Context: an optimization exercise on an open-source flow, tuned for small area, a short achievable clock period and few clock cycles per item. The choices shown serve that exercise and are no tape-out recipe. Where RTL was checked, it was by simulation tests only, not by an equivalence proof against the original. The RTL of runs 3 and 4 was laid out without a check of its function.

File: design.v
module chacha_block_engine #(
  parameter int ROUNDS       = 20,
  parameter int QR_PER_CYCLE = 4
) (
  input  logic         clk,
  input  logic         rst,
  input  logic         in_valid,
  output logic         in_ready,
  input  logic [255:0] key,
  input  logic [95:0]  nonce,
  input  logic [31:0]  counter,
  input  logic         next,
  output logic         ctr_wrap,
  output logic [511:0] ks,
  output logic         out_valid,
  input  logic         out_ready
);
  localparam int RC_W = $clog2(ROUNDS);
  localparam logic [RC_W-1:0] RC_LAST = ROUNDS - 1;
  localparam logic [127:0] SIGMA = {32'h6b206574, 32'h79622d32, 32'h3320646e, 32'h61707865};
  function automatic logic [31:0] rotl(input logic [31:0] v, input int sh);
    rotl = (v << sh) | (v >> (32 - sh));
  endfunction
  function automatic logic [31:0] add32(input logic [31:0] a, input logic [31:0] b);
    logic [31:0] g, p, gg, pp, g2, p2;
    g = a & b; p = a ^ b; gg = g; pp = p;
    for (int l = 0; l < 5; l++) begin
      g2 = gg; p2 = pp;
      for (int i = 0; i < 32; i++) begin
        if ((i >> l) & 1) begin
          g2[i] = gg[i] | (pp[i] & gg[((i >> l) << l) - 1]);
          p2[i] = pp[i] & pp[((i >> l) << l) - 1];
        end
      end
      gg = g2; pp = p2;
    end
    add32 = p ^ {gg[30:0], 1'b0};
  endfunction
  function automatic logic [31:0] add32_small(input logic [31:0] a, input logic [31:0] b);
    logic [31:0] g, p;
    logic [7:0]  bg, bp;
    logic [8:0]  bc;
    logic        c;
    g = a & b; p = a ^ b;
    for (int k = 0; k < 8; k++) begin
      bg[k] = g[4*k+3] | (p[4*k+3] & (g[4*k+2] | (p[4*k+2] & (g[4*k+1] | (p[4*k+1] & g[4*k])))));
      bp[k] = &p[4*k +: 4];
    end
    bc[0] = 1'b0;
    for (int k = 0; k < 8; k++) bc[k+1] = bg[k] | (bp[k] & bc[k]);
    for (int k = 0; k < 8; k++) begin
      c = bc[k];
      for (int i = 0; i < 4; i++) begin
        add32_small[4*k+i] = p[4*k+i] ^ c;
        c = g[4*k+i] | (p[4*k+i] & c);
      end
    end
  endfunction
  function automatic logic [127:0] quarter_round(input logic [31:0] a_b_i, b_i, c_i, d_i);
    logic [31:0] a, b, c, d;
    a = a_b_i;            d = rotl(d_i ^ a, 16);
    c = add32(c_i, d);    b = rotl(b_i ^ c, 12);
    a = add32(a, b);      d = rotl(d ^ a, 8);
    c = add32(c, d);      b = rotl(b ^ c, 7);
    quarter_round = {d, c, b, a};
  endfunction
  logic [511:0]    work_q, work_d, init_s, round_in;
  logic [31:0]     ctr_inc;
  logic [255:0]    key_q;
  logic [95:0]     nonce_q;
  logic [31:0]     ctr_q;
  logic [RC_W-1:0] rc_q;
  logic            ld_q, run_q, done_q, primed_q, wrap_q;
  logic            start, start_next;
  always_comb begin
    logic [511:0] qo;
    logic [127:0] qr_out;
    logic [31:0]  ab_run, ab_init;
    for (int k = 0; k < 4; k++) begin
      ab_run  = add32(work_q[32*k +: 32], work_q[32*(4+k) +: 32]);
      ab_init = add32_small(SIGMA[32*k +: 32], key_q[32*k +: 32]);
      qr_out = quarter_round(run_q ? ab_run : ab_init, round_in[32*(4+k) +: 32],
                             round_in[32*(8+k) +: 32], round_in[32*(12+k) +: 32]);
      for (int r = 0; r < 4; r++) qo[32*(4*r+k) +: 32] = qr_out[32*r +: 32];
    end
    for (int r = 0; r < 4; r++)
      for (int j = 0; j < 4; j++)
        work_d[32*(4*r+j) +: 32] = qo[32*(4*r+((r-j+4)%4)) +: 32];
  end
  assign start      = in_ready && (in_valid || (next && primed_q));
  assign start_next = start && !in_valid;
  assign ctr_wrap   = wrap_q;
  assign init_s    = {nonce_q, ctr_q, key_q, SIGMA};
  assign ctr_inc   = ctr_q + 32'd1;
  assign round_in  = run_q ? work_q : {nonce_q, ld_q ? ctr_q : ctr_inc, key_q, SIGMA};
  assign in_ready  = !ld_q && !run_q && (!done_q || out_ready);
  assign out_valid = done_q;
  always_ff @(posedge clk or posedge rst) begin
    if (rst) begin
      ld_q     <= 1'b0;
      run_q    <= 1'b0;
      done_q   <= 1'b0;
      primed_q <= 1'b0;
      wrap_q   <= 1'b0;
      rc_q     <= '0;
    end else begin
      ld_q <= start && in_valid;
      if (start) begin
        run_q    <= !in_valid;
        done_q   <= 1'b0;
        primed_q <= 1'b1;
        wrap_q   <= in_valid ? 1'b0 : (wrap_q | (ctr_q == 32'hFFFF_FFFF));
        rc_q     <= RC_W'(1);
      end else if (ld_q) begin
        run_q <= 1'b1;
      end else if (run_q) begin
        rc_q <= rc_q + 1'b1;
        if (rc_q == RC_LAST) begin
          run_q  <= 1'b0;
          done_q <= 1'b1;
        end
      end else if (out_ready) begin
        done_q <= 1'b0;
      end
    end
  end
  always_ff @(posedge clk) begin
    if (start) begin
      if (in_valid) begin
        key_q   <= key;
        nonce_q <= nonce;
        ctr_q   <= counter;
      end else begin
        ctr_q   <= ctr_inc;
      end
    end
    if (start_next || ld_q || run_q) work_q <= work_d;
  end
  always_comb begin
    for (int i = 0; i < 16; i++) ks[32*i +: 32] = add32_small(work_q[32*i +: 32], init_s[32*i +: 32]);
  end
endmodule
File: flow/run.sh
#!/bin/bash
export BUFFER_PORTS_ARGS="-buffer_cell sky130_fd_sc_hd__buf_1"
bash standard.sh > standard.log 2>&1
File: standard.sh
#!/bin/bash
# synth_recipe.tcl (not shown) runs the flow's synth.tcl, then flattens the netlist and writes it again
# the make line also repeats each setting of config.mk as NAME=value (left out here)
make -C /OpenROAD-flow-scripts/flow DESIGN_CONFIG=/design/flow/config.mk WORK_HOME=/design/flow/orfs CLKGATE_MAP_FILE= SYNTH_SCRIPT=/design/flow/synth_recipe.tcl "${@:-finish}"
File: config.mk
export PLATFORM = sky130hd
export DESIGN_NAME = chacha_block_engine
export DESIGN_NICKNAME = chacha_block_engine
export VERILOG_FILES = /design/flow/design.v
export SDC_FILE = /design/flow/constraint.sdc
export NUM_CORES = 4
export LEC_CHECK = 0
export ABC_AREA = 1
export CAP_MARGIN = 40
export CORE_MARGIN = 2
export CORE_UTILIZATION = 40
export GPL_ROUTABILITY_DRIVEN = 1
export PLACE_DENSITY = 0.55
export SETUP_SLACK_MARGIN = 4.5
export SLEW_MARGIN = 40
File: constraint.sdc
create_clock -name core_clock -period 13.5 [get_ports {clk}]
set_input_delay 2.7000 -clock core_clock [delete_from_list [all_inputs] [get_ports {clk}]]
set_output_delay 2.7000 -clock core_clock [all_outputs]
set_load 0.01 [all_outputs]
==> impl_metrics.yaml, run 1 <==
placement:
  hpwl_mm: 363
  place_inst: 12833
  globalplace.congestion: 1.09
  io_buffers: 903
  post-place-ws_ns: 1.24
detailed_routing:
  drt_wl_total_mm: 428
  ant_nets: 0
  drc: 0
  drt-vias-per-instance: 5.58
  firstDrtPassIters: 6
  wl_met2_mm: 187
  wl_met3_mm: 33.3
  m1WireLength_mm: 173
  top_layer_used: "met5"
  vias: 75573
  drt_iter0_markers: 7666
  routedWlPerCell_um: 31.6
run_status:
  outcome: "complete, no violations"
finish:
  final_layout_size_suffix_gt1_frac: 0.215
  stdcell_count: 13545
  nNetsFinal: 12471
  postLayoutCoreUtil: 0.518
  fillerInstances: 19117
  syn_to_final_growth_pct: 28.7
global_route:
  track_usage: 0.396
  antenna_found_initial: 31
  grt_overflow: 0
  grt_pass1_vias: 71615
  grt_max_degree: 131
  grt_first_pass_wirelength_mm: 568
setup_path:
  crit_arrival_ns: 9.84
  slowest_stage: "edfxtp_1"
  timing.critical_path.mode_cell: "nand2_2"
  crit_family: "adder cells"
  criticalPathCategory: "reg2reg"
  worst_ep_required_time_ns: 14.02
  cp_max_fo: 5
  setup.worst_path.start_class: "flip-flop"
  cp-end-kind: "flip-flop"
  cpPeakStageDelay_ns: 0.57
  worst-path-buf-inv: 10
cts:
  htree_num_levels: 3
  clk_latency_ns: 0.80
  clk_path_buf_depth: 3
  path_clk_slew_ns: 0.07
  numClockSinks: 906
  root_buffer: "clkbuf_16"
  ctsHoldBuffers: 0
  cts_buffers: 114
  cts_tree: "yes"
synthesis:
  ys.flop_type: "edfxtp_1"
  synthDistinctLibCells: 64
  synth_fp_nets: 11048
  async_reset_ff_frac: 0.0110
  yosysSeqAreaShare: 0.330
  ys_seq_elements: 906
  yosysTopAreaCellShare: 0.327
  synth_area_leaders: "edfxtp_1, ha_1, nand2_1"
  syn_area_sq_um: 82300
  synth-edff-count: 896
  synth_warnings: 1
  syn_avg_cell_area_sq_um: 8.83
  synthesis.instances: 9325
  yosysTopAreaCell: "edfxtp_1"
timing:
  setup_slack_ns: 4.18
  finalMaxSlewViolations: 0
  tightestPinTransition_ns: 1.20
  period_needed_ns: 9.32
  post-route-period-util: 0.691
  grt_setup_unrepaired: "true"
  finalSetupViolCount: 0
  clock-skew-final_ns: 0.0404
  timing.hold.ws_ns: 0.476
  hold_violations: 0
  max_freq_mhz: 107
  maxSlewHeadroom: 0.189
  tns_ns: 0
floorplan:
  initial_core_util: 0.402
  die_x_um: 458
  die_h_um: 458
  rows: 166
  core_sq_um: 205000
  top_level_ports: 904
  dieArea_sq_um: 209000
min_path:
  hold_class: "reg2reg"
run:
  max-cap-violations: 0
## final timing paths
check                                           start               endpoint  slack, ns  depth (start not counted)
worst max-delay path            work_q[160]$_DFFE_PP_  work_q[151]$_DFFE_PP_       4.18                         61
worst min-delay path             primed_q$_DFFE_PP0P_   primed_q$_DFFE_PP0P_       0.48                          1
worst max register to register  work_q[160]$_DFFE_PP_  work_q[151]$_DFFE_PP_       4.18                         61
worst min register to register   primed_q$_DFFE_PP0P_   primed_q$_DFFE_PP0P_       0.48                          1
max in group asynchronous                         rst        run_q$_DFF_PP0_      11.09                          2
min in group asynchronous                         rst         ld_q$_DFF_PP0_       1.94                          2
## worst register-to-register path: cells and delay by family, from the launching register on
family                   cells  cell delay, ns
buffers and inverters       10            0.54
XOR/XNOR                     4            0.77
AND/OR/NAND/NOR             32            3.08
AO/OA/AOI/OAI                5            0.63
flip-flops                   1            0.57
adder cells (fa/ha/maj)     10            3.40
## cell usage in the layout (no fill, tap or decap), types with 68 or more instances in the layout
cell / n
nand2_1: 1983
inv_1: 1259
buf_1: 902
edfxtp_1: 896
ha_1: 832
nand3_1: 514
buf_4: 432
a21oi_1: 367
fa_1: 331
xor2_1: 294
nand2_2: 254
nor2_1: 238
o21ai_0: 234
or2_2: 152
xor2_2: 145
clkbuf_16: 115
nand2_4: 114
inv_2: 109
xor2_4: 109
xnor2_1: 104
ha_4: 97
nand3_2: 89
buf_6: 77
nand3b_1: 71
o21bai_1: 68
## state kept, by name (all words and copies together), names as in the netlist
register and count:
key_q 256, run_q 1, ld_q 1, nonce_q 96, rc_q 5, work_q 512
wrap_q 1, ctr_q 32, done_q 1, primed_q 1
## kinds of logic after synthesis
group	synth area share
flops	0.330
simple gates	0.194
compound gates	0.0752
xor+xnor	0.0857
mux	0.00622
fa+ha+maj	0.236
buf+inv	0.0723
## final cells by class
cell class / count / area [sq um] / share of cell area
Sequential cell: 906 / 27200 / 0.256
Multi-Input combinational cell: 6877 / 58200 / 0.550
Clock inverter: 82 / 708 / 0.00668
Antenna cell: 14 / 35.0 / 0.000331
Clock buffer: 129 / 2910 / 0.0275
Tap cell: 2688 / 3360 / 0.0317
Timing Repair Buffer: 1444 / 8150 / 0.0770
Inverter: 1405 / 5400 / 0.0509
## synth_stat cells (all sizes together), types with 65 or more instances
master and count:
nand2 2360, o21bai 88, nor3 69, o21ai 352, a21oi 480, or2 176
inv 1403, xnor2 178, buf 88, ha 966, nand4 65, edfxtp 896
nor2 270, xor2 548, nand3b 71, fa 368, nand3 646
## stage by stage
step	area (sq um)
floorplan	82300
global placement	89000
detailed placement	89300
CTS	100000
global route	106000
finish	106000
## layer usage
metal  up-vias  global-route usage
met4        10               0.257
met1     37697               0.520
li1      33455                   -
met5         -             0.00459
met3       858              0.0660
met2      3553               0.603
## what timing repair did
item,in CTS,in global routing
pin swaps,314,412
resized for setup,979,777
gates cloned,2,1
buffers inserted,271,211
setup endpoints to repair,292,227
Testbench counts, summed over its fixed seeds: cycles 10,280, items 512.
==> run 2, diff against run 1 <==
--- a/config.mk
+++ b/config.mk
@@ -12,4 +12,4 @@
 export GPL_ROUTABILITY_DRIVEN = 1
 export PLACE_DENSITY = 0.55
-export SETUP_SLACK_MARGIN = 4.5
+export SETUP_SLACK_MARGIN = 3.0
 export SLEW_MARGIN = 40
==> impl_metrics.yaml, run 2 <==
timing:
  maxSlewHeadroom: 0.284
  post-route-period-util: 0.756
  period_needed_ns: 10.21
  clock-skew-final_ns: 0.0391
  max_freq_mhz: 97.9
  finalMaxSlewViolations: 0
  hold_violations: 0
  finalSetupViolCount: 0
  tns_ns: 0
  tightestPinTransition_ns: 1.07
  grt_setup_unrepaired: "true"
synthesis:
  yosysSeqAreaShare: 0.330
  yosysTopAreaCellShare: 0.327
  synthTopCellsByCount: "nand2_1, inv_1, ha_1"
  yosysTopAreaCell: "edfxtp_1"
  synth_area_leaders: "edfxtp_1, ha_1, nand2_1"
  ys_seq_elements: 906
  synth-edff-count: 896
  synthesis.instances: 9325
  async_reset_ff_frac: 0.0110
  yosysMostFrequentCell: "nand2_1"
  synth_warnings: 1
  syn_area_sq_um: 82300
  ys.flop_type: "edfxtp_1"
  syn_avg_cell_area_sq_um: 8.83
  synthDistinctLibCells: 64
  synth_fp_nets: 11048
min_path:
  hold-path-cell-count: 1
  hold_class: "reg2reg"
  whs_endpoint: "primed_q$_DFFE_PP0P_"
  min_from: "primed_q$_DFFE_PP0P_"
cts:
  clk_path_buf_depth: 3
  clk_latency_ns: 0.80
  ctsHoldBuffers: 0
  cts_tree: "yes"
  htree_num_levels: 3
  root_buffer: "clkbuf_16"
  numClockSinks: 906
  cts_buffers: 114
  path_clk_slew_ns: 0.06
setup_path:
  slowest_stage: "ha_1"
  cp_max_fo: 8
  criticalPathCategory: "reg2reg"
  reg2reg_to: "work_q[227]$_DFFE_PP_"
  cp-end-kind: "flip-flop"
  worst_ep_required_time_ns: 14.06
  setup.worst_path.start_class: "flip-flop"
  timing.critical_path.mode_cell: "ha_1"
  cpPeakStageDelay_ns: 0.43
  r2r_slack_ns: 3.29
  crit_arrival_ns: 10.77
  r2r_start: "key_q[65]$_DFFE_PP_"
  rr_worst_depth: 54
detailed_routing:
  ant_nets: 0
  drt_iter0_markers: 8105
  vias: 73299
  drc: 0
  drt_wl_total_mm: 419
  drt-vias-per-instance: 5.58
  routedWlPerCell_um: 31.9
  firstDrtPassIters: 8
floorplan:
  initial_core_util: 0.402
  dieArea_sq_um: 209000
  die_h_um: 458
  core_sq_um: 205000
  die_x_um: 458
  rows: 166
  top_level_ports: 904
global_route:
  grt_max_degree: 131
  grt_pass1_vias: 68972
  track_usage: 0.389
  antenna_found_initial: 42
  grt_first_pass_wirelength_mm: 556
  grt_overflow: 0
placement:
  globalplace.congestion: 1.09
  io_buffers: 903
  hpwl_mm: 363
finish:
  largest-register: "work_q"
  nNetsFinal: 12047
  final_layout_size_suffix_gt1_frac: 0.0888
  top_regs: "work_q (512), key_q (256), nonce_q (96)"
  multiInputGateArea_sq_um: 51100
  final_cell_mix: "nand2_1, inv_1, ha_1"
  largest_reg_flops: 512
  layout_commonest_cell: "nand2_1"
  syn_to_final_growth_pct: 15.6
  register_area_sq_um: 27200
  fillerInstances: 19985
run:
  max-cap-violations: 0
run_status:
  outcome: "complete, no violations"
## run 2: cell counts after synthesis
No cell type changed its count.
## run 2: area by class of cell
type / instances / share of cell area
antenna: 20 / 0.000526
clock buffer: 129 / 0.0306
clock inverter: 82 / 0.00744
inverter: 1405 / 0.0556
multi-input combinational: 6876 / 0.537
sequential: 906 / 0.285
tap: 2688 / 0.0354
timing repair buffer: 1021 / 0.0478
## run 2: repair_timing
item | 4_1_cts | 5_1_grt
cloned | 0 | 1
setup buffers | 14 | 46
pin swaps | 9 | 55
gates resized for setup | 88 | 191
setup endpoints to repair | 182 | 209
## run 2: worst max-delay path by stage
stage                     cells past startpoint             startpoint                    end
after floorplan                               4               in_valid   primed_q$_DFFE_PP0P_
final                                        54    key_q[65]$_DFFE_PP_  work_q[227]$_DFFE_PP_
after global routing                         66     key_q[1]$_DFFE_PP_  work_q[184]$_DFFE_PP_
after global placement                       61  work_q[160]$_DFFE_PP_  work_q[154]$_DFFE_PP_
after CTS                                    59  work_q[160]$_DFFE_PP_  work_q[152]$_DFFE_PP_
after detailed placement                     61  work_q[160]$_DFFE_PP_  work_q[154]$_DFFE_PP_
## run 2: per-layer routing
metal  up-vias  track usage  wire [um]
li1      32709            -          -
met1     36382        0.515     172000
met2      3435        0.596     182000
met3       757       0.0612      31900
met4        16        0.237      32100
met5         -      0.00804        225
## run 2: cell families after synthesis
logic type | Yosys count | share of synthesized area
muxes | 51 | 0.00622
xor gates and xnor gates | 745 | 0.0857
and+or+nand+nor | 3680 | 0.194
buffers and inverters | 1544 | 0.0723
DFF | 906 | 0.330
AOI/OAI and AO/OA | 1065 | 0.0752
adders and majority gates | 1334 | 0.236
## run 2: per-stage QoR
step	area [sq um]	hold slack, ns	utilization	worst slack [ns]	instances
2_1_floorplan	82300	0.439	-	4.78	9325
3_3_place_gp	89000	0.452	0.435	1.16	12832
3_5_place_dp	89300	0.457	0.436	1.24	12833
4_1_cts	93600	0.471	0.457	3.00	13058
5_1_grt	95100	0.489	0.465	2.96	13112
6_report	95100	0.474	0.465	3.29	13127
## run 2: critical path: cells and delay by family (launching register included)
kind | cells | cell delay [ns]
buffers and inverters | 7 | 0.79
AOI/OAI and AO/OA | 13 | 2.39
DFF | 1 | 0.38
xor gates and xnor gates | 4 | 1.17
adders and majority gates | 9 | 2.32
and+or+nand+nor | 21 | 2.86
==> run 3, diff against run 2 <==
--- a/design.v
+++ b/design.v
@@ -79,5 +79,5 @@
     for (int k = 0; k < 4; k++) begin
       ab_run  = add32(work_q[32*k +: 32], work_q[32*(4+k) +: 32]);
-      ab_init = add32_small(SIGMA[32*k +: 32], key_q[32*k +: 32]);
+      ab_init = add32(SIGMA[32*k +: 32], key_q[32*k +: 32]);
       qr_out = quarter_round(run_q ? ab_run : ab_init, round_in[32*(4+k) +: 32],
                              round_in[32*(8+k) +: 32], round_in[32*(12+k) +: 32]);
==> impl_metrics.yaml, run 3 <==
finish:
  stdcell_count: 13424
  register_area_sq_um: 27200
  final_layout_size_suffix_gt1_frac: 0.0824
  largest-register: "work_q"
  top_regs: "work_q (512), key_q (256), nonce_q (96)"
  syn_to_final_growth_pct: 16.3
  largest_reg_flops: 512
  fillerInstances: 19792
  multiInputGateArea_sq_um: 50900
  layout_commonest_cell: "nand2_1"
  nNetsFinal: 12246
  final_cell_mix: "nand2_1, inv_1, buf_1"
synthesis:
  yosysTopAreaCellShare: 0.327
  synthTopCellsByCount: "nand2_1, inv_1, edfxtp_1"
  syn_avg_cell_area_sq_um: 8.62
  syn_area_sq_um: 82400
  yosysMostFrequentCell: "nand2_1"
  ys_seq_elements: 906
  ys.flop_type: "edfxtp_1"
  synthesis.instances: 9559
  synth_fp_nets: 11207
  yosysTopAreaCell: "edfxtp_1"
  synth_area_leaders: "edfxtp_1, ha_1, nand2_1"
  yosysSeqAreaShare: 0.330
  synthDistinctLibCells: 79
  synth_warnings: 1
  async_reset_ff_frac: 0.0110
  synth-edff-count: 896
setup_path:
  criticalPathCategory: "reg2reg"
  worst_ep_required_time_ns: 14.08
  cpPeakStageDelay_ns: 0.90
  reg2reg_to: "work_q[191]$_DFFE_PP_"
  r2r_slack_ns: 3.24
  cp-end-kind: "flip-flop"
  r2r_start: "run_q$_DFF_PP0_"
  setup.worst_path.start_class: "flip-flop"
  rr_worst_depth: 43
  cp_max_fo: 42
  slowest_stage: "xnor2_1"
  crit_arrival_ns: 10.84
floorplan:
  rows: 166
  die_x_um: 458
  dieArea_sq_um: 210000
  top_level_ports: 904
  die_h_um: 458
  core_sq_um: 205000
  initial_core_util: 0.403
cts:
  path_clk_slew_ns: 0.06
  htree_num_levels: 3
  cts_tree: "yes"
  clk_path_buf_depth: 3
  root_buffer: "clkbuf_16"
  ctsHoldBuffers: 0
  clk_latency_ns: 0.85
  numClockSinks: 906
  cts_buffers: 117
timing:
  tightestPinTransition_ns: 1.00
  tns_ns: 0
  period_needed_ns: 10.26
  finalSetupViolCount: 0
  max_freq_mhz: 97.4
  finalMaxSlewViolations: 0
  clock-skew-final_ns: 0.0704
  maxSlewHeadroom: 0.324
  hold_violations: 0
  post-route-period-util: 0.760
  grt_setup_unrepaired: "true"
placement:
  hpwl_mm: 381
  place_inst: 13098
  io_buffers: 903
  globalplace.congestion: 1.16
global_route:
  track_usage: 0.411
  antenna_found_initial: 71
  grt_first_pass_wirelength_mm: 582
  grt_pass1_vias: 70280
  grt_max_degree: 144
  grt_overflow: 0
detailed_routing:
  ant_nets: 0
  firstDrtPassIters: 7
  drc: 0
  drt_wl_total_mm: 442
  routedWlPerCell_um: 32.9
  vias: 75271
  drt_iter0_markers: 8066
  drt-vias-per-instance: 5.61
run_status:
  outcome: "complete, no violations"
run:
  max-cap-violations: 0
min_path:
  hold_class: "reg2reg"
  whs_endpoint: "primed_q$_DFFE_PP0P_"
  min_from: "primed_q$_DFFE_PP0P_"
  hold-path-cell-count: 1
==> run 3: changes by cell type after synthesis, sizes merged, moves of 16 or more <==
cell	before	now
nand2	2360	2512
o21ai	352	384
ha	966	891
nand3b	71	35
a21o	39	55
or2	176	157
nand3	646	675
a21oi	480	502
xor2	548	525
nor2	270	339
inv	1403	1436
mux2i	50	32
==> run 3: repair_timing <==
item,CTS,global route
pin swaps,6,14
endpoints found under the setup margin,197,197
resized for setup,98,144
gates cloned,0,1
buffers inserted,16,49
==> run 3: kinds of logic after synthesis <==
| group | after synthesis | share of synthesized area |
|---|---|---|
| compound gates | 1157 | 0.0818 |
| xor+xnor | 726 | 0.0832 |
| fa+ha+maj | 1259 | 0.225 |
| buf+inv | 1584 | 0.0740 |
| flops | 906 | 0.330 |
| mux | 33 | 0.00403 |
| simple gates | 3894 | 0.203 |
==> run 3: worst max path at each step <==
stage	startpoint	end	slack, ns
after floorplan	in_valid	primed_q$_DFFE_PP0P_	4.60
after global placement	work_q[224]$_DFFE_PP_	work_q[197]$_DFFE_PP_	1.36
after detailed placement	work_q[224]$_DFFE_PP_	work_q[197]$_DFFE_PP_	1.56
after CTS	work_q[128]$_DFFE_PP_	work_q[191]$_DFFE_PP_	2.96
after global routing	work_q[128]$_DFFE_PP_	work_q[191]$_DFFE_PP_	2.89
final	run_q$_DFF_PP0_	work_q[191]$_DFFE_PP_	3.24
==> run 3: worst max-delay path, delay by kind of cell (launching register included) <==
family | cells | cell delay [ns]
compound gates | 12 | 2.13
xor+xnor | 4 | 1.73
fa+ha+maj | 4 | 1.40
buf+inv | 8 | 1.84
flops | 1 | 0.78
simple gates | 15 | 2.06
==> run 3: metrics by stage <==
stage / cell area (sq um) / worst slack [ns] / hold WS (ns) / util
after floorplan: 82400 / 4.60 / 0.439 / -
after global placement: 89300 / 1.36 / 0.454 / 0.436
after detailed placement: 89500 / 1.56 / 0.460 / 0.438
after CTS: 94300 / 2.96 / 0.475 / 0.461
after global routing: 95700 / 2.89 / 0.488 / 0.468
final: 95800 / 3.24 / 0.474 / 0.468
==> run 3: per-layer routing <==
metal | wire, um | global-route usage | vias up
li1 | - | - | 33544
met2 | 193000 | 0.624 | 3774
met3 | 35700 | 0.0768 | 876
met1 | 172000 | 0.516 | 37047
met4 | 41100 | 0.318 | 30
met5 | 238 | 0.00505 | -
==> run 3: layout make-up <==
| type | count | share of cell area |
|---|---|---|
| tap | 2688 | 0.0351 |
| multi-input combinational | 7069 | 0.531 |
| clock buffer | 128 | 0.0310 |
| clock inverter | 94 | 0.0111 |
| sequential | 906 | 0.284 |
| antenna | 35 | 0.000914 |
| timing repair buffer | 1062 | 0.0507 |
| inverter | 1442 | 0.0566 |
==> run 4, diff against run 3 <==
--- a/config.mk
+++ b/config.mk
@@ -9,7 +9,8 @@
 export CAP_MARGIN = 40
 export CORE_MARGIN = 2
-export CORE_UTILIZATION = 40
+export CORE_UTILIZATION = 50
+export CTS_BUF_LIST = sky130_fd_sc_hd__clkbuf_8
 export GPL_ROUTABILITY_DRIVEN = 1
-export PLACE_DENSITY = 0.55
-export SETUP_SLACK_MARGIN = 3.0
+export PLACE_DENSITY = 0.65
+export SETUP_SLACK_MARGIN = 3.5
 export SLEW_MARGIN = 40
==> impl_metrics.yaml, run 4 <==
finish:
  largest-register: "work_q"
  postLayoutCoreUtil: 0.592
  syn_to_final_growth_pct: 17.2
  nNetsFinal: 12348
  final_area_sq_um: 96500
  layout_commonest_cell: "nand2_1"
  largest_reg_flops: 512
  final_cell_mix: "nand2_1, inv_1, buf_1"
  final_layout_size_suffix_gt1_frac: 0.106
  top_regs: "work_q (512), key_q (256), nonce_q (96)"
run_status:
  outcome: "complete, no violations"
cts:
  clk_latency_ns: 1.03
  cts_buffers: 175
  htree_num_levels: 4
  path_clk_slew_ns: 0.06
  ctsHoldBuffers: 0
  clk_path_buf_depth: 3
  cts_tree: "yes"
  root_buffer: "clkbuf_8"
  numClockSinks: 906
detailed_routing:
  drt_wl_total_mm: 419
  drt-vias-per-instance: 6.01
  firstDrtPassIters: 10
  drt_iter0_markers: 10404
  drc: 0
  routedWlPerCell_um: 32.1
  vias: 78492
  ant_nets: 0
setup_path:
  path_depth: 54
  crit_arrival_ns: 10.53
  timing.critical_path.mode_cell: "nand2_1"
  worst_ep_required_time_ns: 14.17
  cp-end-kind: "flip-flop"
  cpPeakStageDelay_ns: 0.79
  crit_family: "simple AND/OR/NAND/NOR gates"
  slowest_stage: "xor2_1"
  rr_worst_depth: 54
  setup.worst_path.start_class: "flip-flop"
  cp_max_fo: 6
  worst-path-buf-inv: 6
  criticalPathCategory: "reg2reg"
floorplan:
  top_level_ports: 904
  initial_core_util: 0.505
  rows: 148
  die_h_um: 410
  dieArea_sq_um: 168000
  die_x_um: 410
  core_sq_um: 163000
timing:
  finalMaxSlewViolations: 0
  grt_setup_unrepaired: "true"
  tightestPinTransition_ns: 1.04
  clock-skew-final_ns: 0.0848
  max_freq_mhz: 101
  period_needed_ns: 9.86
  hold_violations: 0
  setup_slack_ns: 3.64
  post-route-period-util: 0.730
  tns_ns: 0
  maxSlewHeadroom: 0.307
  finalSetupViolCount: 0
global_route:
  grt_overflow: 0
  grt_max_degree: 151
  track_usage: 0.487
  grt_pass1_vias: 73291
  antenna_found_initial: 72
  grt_first_pass_wirelength_mm: 561
synthesis:
  synth_fp_nets: 11207
  synth_compound_area_frac: 0.0818
  synth_warnings: 1
  muxShareOfSynthArea: 0.00403
  synth_area_leaders: "edfxtp_1, ha_1, nand2_1"
  yosysSeqAreaShare: 0.330
  synthTopCellsByCount: "nand2_1, inv_1, edfxtp_1"
  yosysTopAreaCellShare: 0.327
  synthesis.instances: 9559
  async_reset_ff_frac: 0.0110
  synth_top_family_by_area: "adder cells"
  synthAdderAreaFrac: 0.225
  ys.flop_type: "edfxtp_1"
  yosysTopAreaCell: "edfxtp_1"
  synthSimpleGateAreaFrac: 0.203
  synth-edff-count: 896
  syn_area_sq_um: 82400
  syn_avg_cell_area_sq_um: 8.62
  synthDistinctLibCells: 79
  yosysMostFrequentCell: "nand2_1"
  ys_seq_elements: 906
  synth_xor_area_frac: 0.0832
placement:
  hpwl_mm: 356
  io_buffers: 903
  post-place-ws_ns: 1.07
  dpl_cell_area_sq_um: 88800
  globalplace.congestion: 1.16
min_path:
  hold-path-cell-count: 1
  hold_class: "reg2reg"
run:
  max-cap-violations: 0
## run 4: kinds of logic after synthesis
logic type               after synthesis
AO/OA/AOI/OAI                       1157
XOR/XNOR                             726
adder cells (fa/ha/maj)             1259
buffers and inverters               1584
flip-flops                           906
multiplexers                          33
AND/OR/NAND/NOR                     3894
## run 4: stage by stage
stage	instances	hold slack, ns
6_report	13064	0.487
2_1_floorplan	9559	0.439
3_3_place_gp	12561	0.458
3_5_place_dp	12565	0.467
4_1_cts	12931	0.481
5_1_grt	13031	0.510
## run 4: cell type report
cell class	count	area [sq um]
Clock inverter	149	1500
Fill cell	14262	66600
Tap cell	2175	2720
Sequential cell	906	27200
Inverter	1442	5430
Timing Repair Buffer	1104	5290
Multi-Input combinational cell	7071	51900
Clock buffer	175	2410
Antenna cell	42	105
## run 4: per-layer routing
metal | track usage | up-vias | share of wire
met1 | 0.595 | 37500 | 0.36
li1 | - | 33755 | -
met3 | 0.118 | 1471 | 0.12
met2 | 0.719 | 5736 | 0.42
met5 | 0 | - | 0.00050
met4 | 0.421 | 30 | 0.11
## run 4: final timing paths
kind / startpoint / slack (ns) / endpoint
hold reg to reg: primed_q$_DFFE_PP0P_ / 0.49 / primed_q$_DFFE_PP0P_
hold / removal: primed_q$_DFFE_PP0P_ / 0.49 / primed_q$_DFFE_PP0P_
setup reg to reg: work_q[96]$_DFFE_PP_ / 3.64 / work_q[198]$_DFFE_PP_
min in group asynchronous: rst / 1.65 / rc_q[0]$_DFFE_PP0P_
max in group asynchronous: rst / 11.51 / run_q$_DFF_PP0_
setup / recovery: work_q[96]$_DFFE_PP_ / 3.64 / work_q[198]$_DFFE_PP_
## run 4: worst register-to-register path: cells and delay by family, from the launching register on
kind                     cells  cell delay (ns)
buffers and inverters        6             0.61
AND/OR/NAND/NOR             31             3.34
AO/OA/AOI/OAI                9             2.00
XOR/XNOR                     3             1.50
flip-flops                   1             0.50
adder cells (fa/ha/maj)      5             1.61
## run 4: timing repair
| action | CTS | global route |
|---|---|---|
| pin swaps | 23 | 87 |
| endpoints found under the setup margin | 231 | 207 |
| resized for setup | 161 | 275 |
| gates cloned | 2 | 1 |
| setup buffers | 40 | 88 |
==> run 5, diff against run 4 <==
--- a/design.v
+++ b/design.v
@@ -79,5 +79,5 @@
     for (int k = 0; k < 4; k++) begin
       ab_run  = add32(work_q[32*k +: 32], work_q[32*(4+k) +: 32]);
-      ab_init = add32(SIGMA[32*k +: 32], key_q[32*k +: 32]);
+      ab_init = add32_small(SIGMA[32*k +: 32], key_q[32*k +: 32]);
       qr_out = quarter_round(run_q ? ab_run : ab_init, round_in[32*(4+k) +: 32],
                              round_in[32*(8+k) +: 32], round_in[32*(12+k) +: 32]);
==> impl_metrics.yaml, run 5 <==
synthesis:
  ys_seq_elements: 906
  yosysTopAreaCell: "edfxtp_1"
  yosysMostFrequentCell: "nand2_1"
  yosysSeqAreaShare: 0.330
  synth_area_leaders: "edfxtp_1, ha_1, nand2_1"
  synth_warnings: 1
  async_reset_ff_frac: 0.0110
  syn_area_sq_um: 82300
  yosysTopAreaCellShare: 0.327
  synthesis.instances: 9325
  synth-edff-count: 896
  synth_fp_nets: 11048
  ys.flop_type: "edfxtp_1"
  synthDistinctLibCells: 64
  synthTopCellsByCount: "nand2_1, inv_1, ha_1"
  syn_avg_cell_area_sq_um: 8.83
global_route:
  antenna_found_initial: 48
  track_usage: 0.460
  grt_pass1_vias: 69700
  grt_overflow: 0
  grt_first_pass_wirelength_mm: 532
  grt_max_degree: 120
setup_path:
  cp_max_fo: 10
  rr_worst_depth: 49
  cp-end-kind: "flip-flop"
  criticalPathCategory: "reg2reg"
  worst-path-buf-inv: 6
  r2r_start: "work_q[224]$_DFFE_PP_"
  worst_ep_required_time_ns: 14.25
  timing.critical_path.mode_cell: "nand2_1"
  setup.worst_path.start_class: "flip-flop"
  r2r_slack_ns: 3.59
  reg2reg_to: "work_q[216]$_DFFE_PP_"
  slowest_stage: "xor2_1"
  crit_arrival_ns: 10.65
  cpPeakStageDelay_ns: 0.63
  crit_family: "simple AND/OR/NAND/NOR gates"
cts:
  clk_latency_ns: 0.98
  root_buffer: "clkbuf_8"
  ctsHoldBuffers: 0
  path_clk_slew_ns: 0.07
  htree_num_levels: 4
  cts_tree: "yes"
  cts_buffers: 171
  numClockSinks: 906
  clk_path_buf_depth: 3
finish:
  top_regs: "work_q (512), key_q (256), nonce_q (96)"
  postLayoutCoreUtil: 0.587
  syn_to_final_growth_pct: 16.4
  largest_reg_flops: 512
  layout_commonest_cell: "nand2_1"
  final_layout_size_suffix_gt1_frac: 0.112
  largest-register: "work_q"
  final_cell_mix: "nand2_1, inv_1, ha_1"
  fillerInstances: 14245
  nNetsFinal: 12141
timing:
  tightestPinTransition_ns: 1.06
  hold_violations: 0
  grt_setup_unrepaired: "true"
  maxSlewHeadroom: 0.276
  max_freq_mhz: 101
  post-route-period-util: 0.734
  finalMaxSlewViolations: 0
  clock-skew-final_ns: 0.0685
  period_needed_ns: 9.91
  finalSetupViolCount: 0
  tns_ns: 0
floorplan:
  top_level_ports: 904
  core_sq_um: 163000
  dieArea_sq_um: 168000
  rows: 148
  initial_core_util: 0.505
  die_h_um: 410
  die_x_um: 410
detailed_routing:
  drt-vias-per-instance: 5.98
  ant_nets: 0
  drt_iter0_markers: 10764
  drt_wl_total_mm: 398
  vias: 76271
  firstDrtPassIters: 7
  drc: 0
  routedWlPerCell_um: 31.2
placement:
  io_buffers: 903
  hpwl_mm: 339
  globalplace.congestion: 1.10
run_status:
  outcome: "complete, no violations"
min_path:
  min_from: "primed_q$_DFFE_PP0P_"
  hold-path-cell-count: 1
  hold_class: "reg2reg"
  whs_endpoint: "primed_q$_DFFE_PP0P_"
run:
  max-cap-violations: 0
[run 5: changes by cell type in the layout (fill, tap and decap cells not counted), moves of 24 or more]
cell / before / now
a21oi_1: 473 / 430
buf_4: 168 / 137
diode_2: 42 / 16
ha_1: 872 / 931
inv_1: 1431 / 1397
nand2_1: 2368 / 2196
nand3_1: 645 / 611
nand3b_1: 34 / 71
nor2_1: 323 / 259
o21ai_0: 291 / 252
or2_2: 127 / 156
xor2_1: 390 / 414
[run 5: cells by family after synthesis]
logic type | share of synthesized area
simple gates | 0.194
fa+ha+maj | 0.236
compound gates | 0.0752
xor+xnor | 0.0857
mux | 0.00622
flops | 0.330
buf+inv | 0.0723
[run 5: metrics by stage]
stage	instance area [sq um]	instances	hold WS, ns	worst slack (ns)
after floorplan	82300	9325	0.439	4.78
after global placement	88200	12305	0.452	1.74
after detailed placement	88400	12307	0.467	1.75
after CTS	93300	12645	0.482	3.50
after global routing	95800	12734	0.495	3.37
final	95800	12748	0.495	3.59
[run 5: area by class of cell]
class / instances / area [sq um] / area share
sequential: 906 / 27200 / 0.284
tap: 2175 / 2720 / 0.0284
clock buffer: 179 / 2460 / 0.0257
clock inverter: 133 / 1100 / 0.0115
inverter: 1405 / 5300 / 0.0553
timing repair buffer: 1058 / 4730 / 0.0494
antenna: 16 / 40.0 / 0.000418
multi-input combinational: 6876 / 52300 / 0.546
[run 5: worst max-delay path by stage]
stage | endpoint | slack (ns) | cells after the start | startpoint
after CTS | work_q[248]$_DFFE_PP_ | 3.50 | 62 | key_q[65]$_DFFE_PP_
after global routing | work_q[224]$_DFFE_PP_ | 3.37 | 65 | key_q[66]$_DFFE_PP_
after global placement | work_q[248]$_DFFE_PP_ | 1.74 | 53 | work_q[192]$_DFFE_PP_
final | work_q[216]$_DFFE_PP_ | 3.59 | 49 | work_q[224]$_DFFE_PP_
after floorplan | primed_q$_DFFE_PP0P_ | 4.78 | 4 | in_valid
after detailed placement | work_q[248]$_DFFE_PP_ | 1.75 | 53 | work_q[192]$_DFFE_PP_
[run 5: metal layers]
layer | vias up | global-route usage | part of all wire
met4 | 20 | 0.283 | 0.080
met1 | 36950 | 0.623 | 0.38
met3 | 1075 | 0.112 | 0.13
met5 | - | 0 | 0.00037
li1 | 32884 | - | -
met2 | 5342 | 0.663 | 0.41
[run 5: timing repair]
| item | in CTS | in global routing |
|---|---|---|
| endpoints found under the setup margin | 222 | 210 |
| buffers inserted | 26 | 85 |
| pin swaps | 22 | 119 |
| cloned | 0 | 1 |
| resized for setup | 182 | 334 |
Testbench counts of run 5, summed over its fixed seeds: cycles 10,280, items 512.

-- re-timing with driven ports --
The flow's constraints put no driver on any port. The routed layouts listed below were extracted and timed again, unchanged, in two steps.
Step 1 sets driving cells, clkbuf_16 on the clock port and buf_2 on the other inputs (assumed; they add their load-dependent delay and slew).
Step 2, shift: input delay + t, output delay - t, t = (earliest + latest rising clock arrival at the registers) / 2. This alone moves slack from input paths to output paths.
Slacks: ideal / step 1 / step 2; pairs: ideal / step 1.
| run | t, ns | setup slack, ns | worst setup path after step 2 | worst register clock-pin slew, ns | worst data-port slew with drivers (ns) |
|---|---|---|---|---|---|
| run 1 | 0.879 | 4.177 / 4.177 / 4.177 | register to register | 0.07 / 0.07 | 0.14 |
| run 2 | 0.879 | 3.291 / 3.291 / 3.291 | register to register | 0.08 / 0.08 | 0.15 |
| run 3 | 0.909 | 3.236 / 3.236 / 3.236 | register to register | 0.08 / 0.08 | 0.23 |
| run 4 | 1.079 | 3.642 / 3.642 / 3.642 | register to register | 0.08 / 0.08 | 0.11 |
| run 5 | 1.041 | 3.593 / 3.593 / 3.593 | register to register | 0.08 / 0.08 | 0.10 |
After both steps every run listed still meets setup and hold.
